Background: an optimization exercise with open tools, aiming at small area, a short achievable clock period and few clock cycles per item. Do not read the settings as production practice. Power is estimated from default activity; no workload was simulated.

==> flow/design.v <==
package bat_pkg;
   localparam int TABLE_ENTRIES = 16;
   localparam int ADDR_W        = 32;
   localparam int COUNT_OUT_W   = 5;
   localparam int CNT_W         = $clog2(TABLE_ENTRIES + 1);
   typedef enum logic [1:0] {
      OP_CHECK  = 2'd0,
      OP_SET    = 2'd1,
      OP_DELETE = 2'd2,
      OP_CLEAR  = 2'd3
   } op_type;
endpackage
module bat_ctrl (
   input  logic        clock,
   input  logic        reset,
   input  logic        req_valid,
   output logic        req_ready,
   output logic        req_fire,
   input  logic        pend_valid,   
   input  logic        res_valid,    
   input  logic        res_success,
   input  logic [bat_pkg::COUNT_OUT_W-1:0] res_count,
   output logic        rsp_valid,
   input  logic        rsp_ready,
   output logic        rsp_success,
   output logic [bat_pkg::COUNT_OUT_W-1:0] rsp_entry_count
);
   localparam int RW = bat_pkg::COUNT_OUT_W + 1;
   logic [3:0]    qv_ff;             
   logic [RW-1:0] q_ff [4];
   logic [RW-1:0] res;
   logic          pop;
   assign res = {res_success, res_count};
   assign pop = qv_ff[0] && rsp_ready;
   logic          ready_ff;
   logic [3:0]    qv_in;
   assign req_ready = ready_ff;
   assign req_fire  = req_valid && ready_ff;
   logic          ov_ff;
   logic [RW-1:0] o_ff;
   assign rsp_valid       = ov_ff;
   assign rsp_success     = o_ff[RW-1];
   assign rsp_entry_count = o_ff[RW-2:0];
   logic [3:0]    qv_sh, qv_push;
   logic [RW-1:0] q_sh [4];
   always_comb begin
      qv_sh   = pop ? {1'b0, qv_ff[3:1]} : qv_ff;
      q_sh[0] = pop ? q_ff[1] : q_ff[0];
      q_sh[1] = pop ? q_ff[2] : q_ff[1];
      q_sh[2] = pop ? q_ff[3] : q_ff[2];
      q_sh[3] = q_ff[3];
      qv_push = {4{res_valid}} & ~qv_sh & {qv_sh[2:0], 1'b1};
   end
   assign qv_in = qv_sh | qv_push;
   always_ff @(posedge clock) begin
      if (reset) begin
         qv_ff    <= '0;
         ready_ff <= 1'b1;
      end else begin
         qv_ff    <= qv_in;
         ready_ff <= req_fire ? (pend_valid ? !qv_in[1] : !qv_in[2])
                              : (pend_valid ? !qv_in[2] : !qv_in[3]);
      end
   end
   always_ff @(posedge clock) begin
      if (reset) ov_ff <= 1'b0;
      else       ov_ff <= qv_ff[1] || (ov_ff && !rsp_ready) || res_valid;
   end
   always_ff @(posedge clock) begin
      q_ff[0] <= !qv_sh[0] ? res : pop ? q_ff[1] : o_ff;
      o_ff    <= !qv_sh[0] ? res : pop ? q_ff[1] : q_ff[0];
      for (int k = 1; k < 4; k++) begin
         q_ff[k] <= qv_sh[k] ? q_sh[k] : res;
      end
   end
endmodule
module bat_datapath (
   input  logic                            clock,
   input  logic                            reset,
   input  logic                            req_fire,
   input  logic [1:0]                      req_operation,
   input  logic [bat_pkg::ADDR_W-1:0]      req_address,
   output logic                            pend_valid,
   output logic                            res_valid,
   output logic                            res_success,
   output logic [bat_pkg::COUNT_OUT_W-1:0] res_count
);
   localparam int N = bat_pkg::TABLE_ENTRIES;
   logic [bat_pkg::ADDR_W-1:0] addr_ff [N];
   logic [N-1:0]               valid_ff;
   logic [bat_pkg::CNT_W-1:0]  count_ff;
   logic                       v0_ff;
   logic [1:0]                 op0_ff;
   logic [bat_pkg::ADDR_W-1:0] key0_ff;
   logic                       v_ff;
   logic [1:0]                 op_ff;
   logic [bat_pkg::ADDR_W-1:0] key_ff;
   logic [N-1:0]               eq_ff;      
   logic [N-1:0] eq_in;
   logic         fwd;
   logic [N-1:0] match, alloc, free_below;
   logic         hit, full, is_chk, is_set, is_del, is_clr, claim, drop;
   logic [N-1:0] valid_in;
   logic [bat_pkg::CNT_W-1:0] count_in;
   always_comb begin
      fwd = (key_ff == key0_ff);
      for (int i = 0; i < N; i++) begin
         eq_in[i] = alloc[i] ? fwd : (addr_ff[i] == key0_ff);
      end
   end
   always_ff @(posedge clock) begin
      if (reset) begin
         v0_ff <= 1'b0;
         v_ff  <= 1'b0;
      end else begin
         v0_ff <= req_fire;
         v_ff  <= v0_ff;
      end
      op0_ff  <= req_operation;
      key0_ff <= req_address;
      op_ff   <= op0_ff;
      key_ff  <= key0_ff;
      eq_ff  <= eq_in;
   end
   always_comb begin
      is_chk = v_ff && (op_ff == bat_pkg::OP_CHECK);
      is_set = v_ff && (op_ff == bat_pkg::OP_SET);
      is_del = v_ff && (op_ff == bat_pkg::OP_DELETE);
      is_clr = v_ff && (op_ff == bat_pkg::OP_CLEAR);
      for (int i = 0; i < N; i++) begin
         match[i] = valid_ff[i] && eq_ff[i];
      end
      hit  = |match;
      full = count_ff[bat_pkg::CNT_W-1];
      free_below[0] = 1'b0;
      for (int i = 1; i < N; i++) begin
         free_below[i] = free_below[i-1] || !valid_ff[i-1];
      end
      alloc = ~valid_ff & ~free_below;
      claim = is_set && !hit && !full;
      drop  = is_del && hit;
      for (int i = 0; i < N; i++) begin
         valid_in[i] = !is_clr && ((valid_ff[i] && !(is_del && match[i])) || (claim && alloc[i]));
      end
      if (is_clr)     count_in = '0;
      else if (claim) count_in = count_ff + bat_pkg::CNT_W'(1);
      else if (drop)  count_in = count_ff - bat_pkg::CNT_W'(1);
      else            count_in = count_ff;
      res_success = hit || is_clr || (is_set && !full);
   end
   assign pend_valid = v0_ff;
   assign res_valid  = v_ff;
   assign res_count = bat_pkg::COUNT_OUT_W'(count_in);
   always_ff @(posedge clock) begin
      if (reset) begin
         valid_ff <= '0;
         count_ff <= '0;
      end else begin
         valid_ff <= valid_in;
         count_ff <= count_in;
      end
      for (int i = 0; i < N; i++) begin
         if (alloc[i]) addr_ff[i] <= key_ff;
      end
   end
endmodule
module breakpoint_address_table_unit (
   input  logic                   clock,
   input  logic                   reset,
   input  logic                   req_valid,
   output logic                   req_ready,
   input  logic [1:0]             req_operation,
   input  logic [bat_pkg::ADDR_W-1:0]      req_address,
   output logic                   rsp_valid,
   input  logic                   rsp_ready,
   output logic                   rsp_success,
   output logic [bat_pkg::COUNT_OUT_W-1:0] rsp_entry_count
);
   logic                            req_fire;
   logic                            pend_valid;
   logic                            res_valid;
   logic                            res_success;
   logic [bat_pkg::COUNT_OUT_W-1:0] res_count;
   bat_ctrl u_ctrl (
      .clock           (clock),
      .reset           (reset),
      .req_valid       (req_valid),
      .req_ready       (req_ready),
      .req_fire        (req_fire),
      .pend_valid      (pend_valid),
      .res_valid       (res_valid),
      .res_success     (res_success),
      .res_count       (res_count),
      .rsp_valid       (rsp_valid),
      .rsp_ready       (rsp_ready),
      .rsp_success     (rsp_success),
      .rsp_entry_count (rsp_entry_count)
   );
   bat_datapath u_datapath (
      .clock         (clock),
      .reset         (reset),
      .req_fire      (req_fire),
      .req_operation (req_operation),
      .req_address   (req_address),
      .pend_valid    (pend_valid),
      .res_valid     (res_valid),
      .res_success   (res_success),
      .res_count     (res_count)
   );
endmodule
clock: 6.0 ns
lec_check: 0
cap_margin: 20
core_margin: 2
core_utilization: 65
cts_buf_list: sky130_fd_sc_hd__clkbuf_16
cts_cluster_diameter: 100
cts_cluster_size: 30
setup_slack_margin: 3.8
slew_margin: 20
run.sh (not shown) runs the stock make flow with config.mk's settings and CLKGATE_MAP_FILE= SYNTH_SCRIPT=/design/flow/synth_recipe.tcl, a recipe that flattens the netlist after the stock synthesis.
The starting point ran to the end with no violations.
Rerun with:
SETUP_SLACK_MARGIN = 3.75   (was 3.8)
- The new run completed with no timing, DRC or antenna violations
- worst hold slack is better by 0.0065 ns
- die area is unchanged
- non-clock buffer count shrinks by 34
- clock-buffer cell count stays the same
- via count shrinks by 1.0%
- sequential share of layout area is higher by 0.95 points
- area after synthesis is unchanged
- power stays flat
- fmax shrinks by 0.49%
- worst setup slack is worse by 0.011 ns
- utilization came out lower by 1.2 points
No functional check of the RTL was part of any run of this note.

## re-timing with driven ports
The results above use ideal ports. As a check the final layouts listed here were re-extracted and re-timed, cells and wires unchanged.
Step 1: set_driving_cell puts a clkbuf_16 on clock and a buf_2 on each other input, an assumption about the parent block.
Step 2 moves the port delays by t, midway between the first and last clock arrival at a register: inputs arrive t later, outputs are due t later. That takes back most of the time a late clock gives input paths.
a / b / c = ideal / step 1 / step 2; a / b = the first two.
run	shift t [ns]	setup slack, ns	worst setup path at the end
the first run	0.659	3.733 / 3.677 / 3.129	input to register
the second run	0.659	3.721 / 3.662 / 3.288	input to register
After both steps setup and hold are still met in every run listed. The setup slack of the first run, which loses most, moves by -0.056 ns with the drivers and by -0.604 ns with both steps.
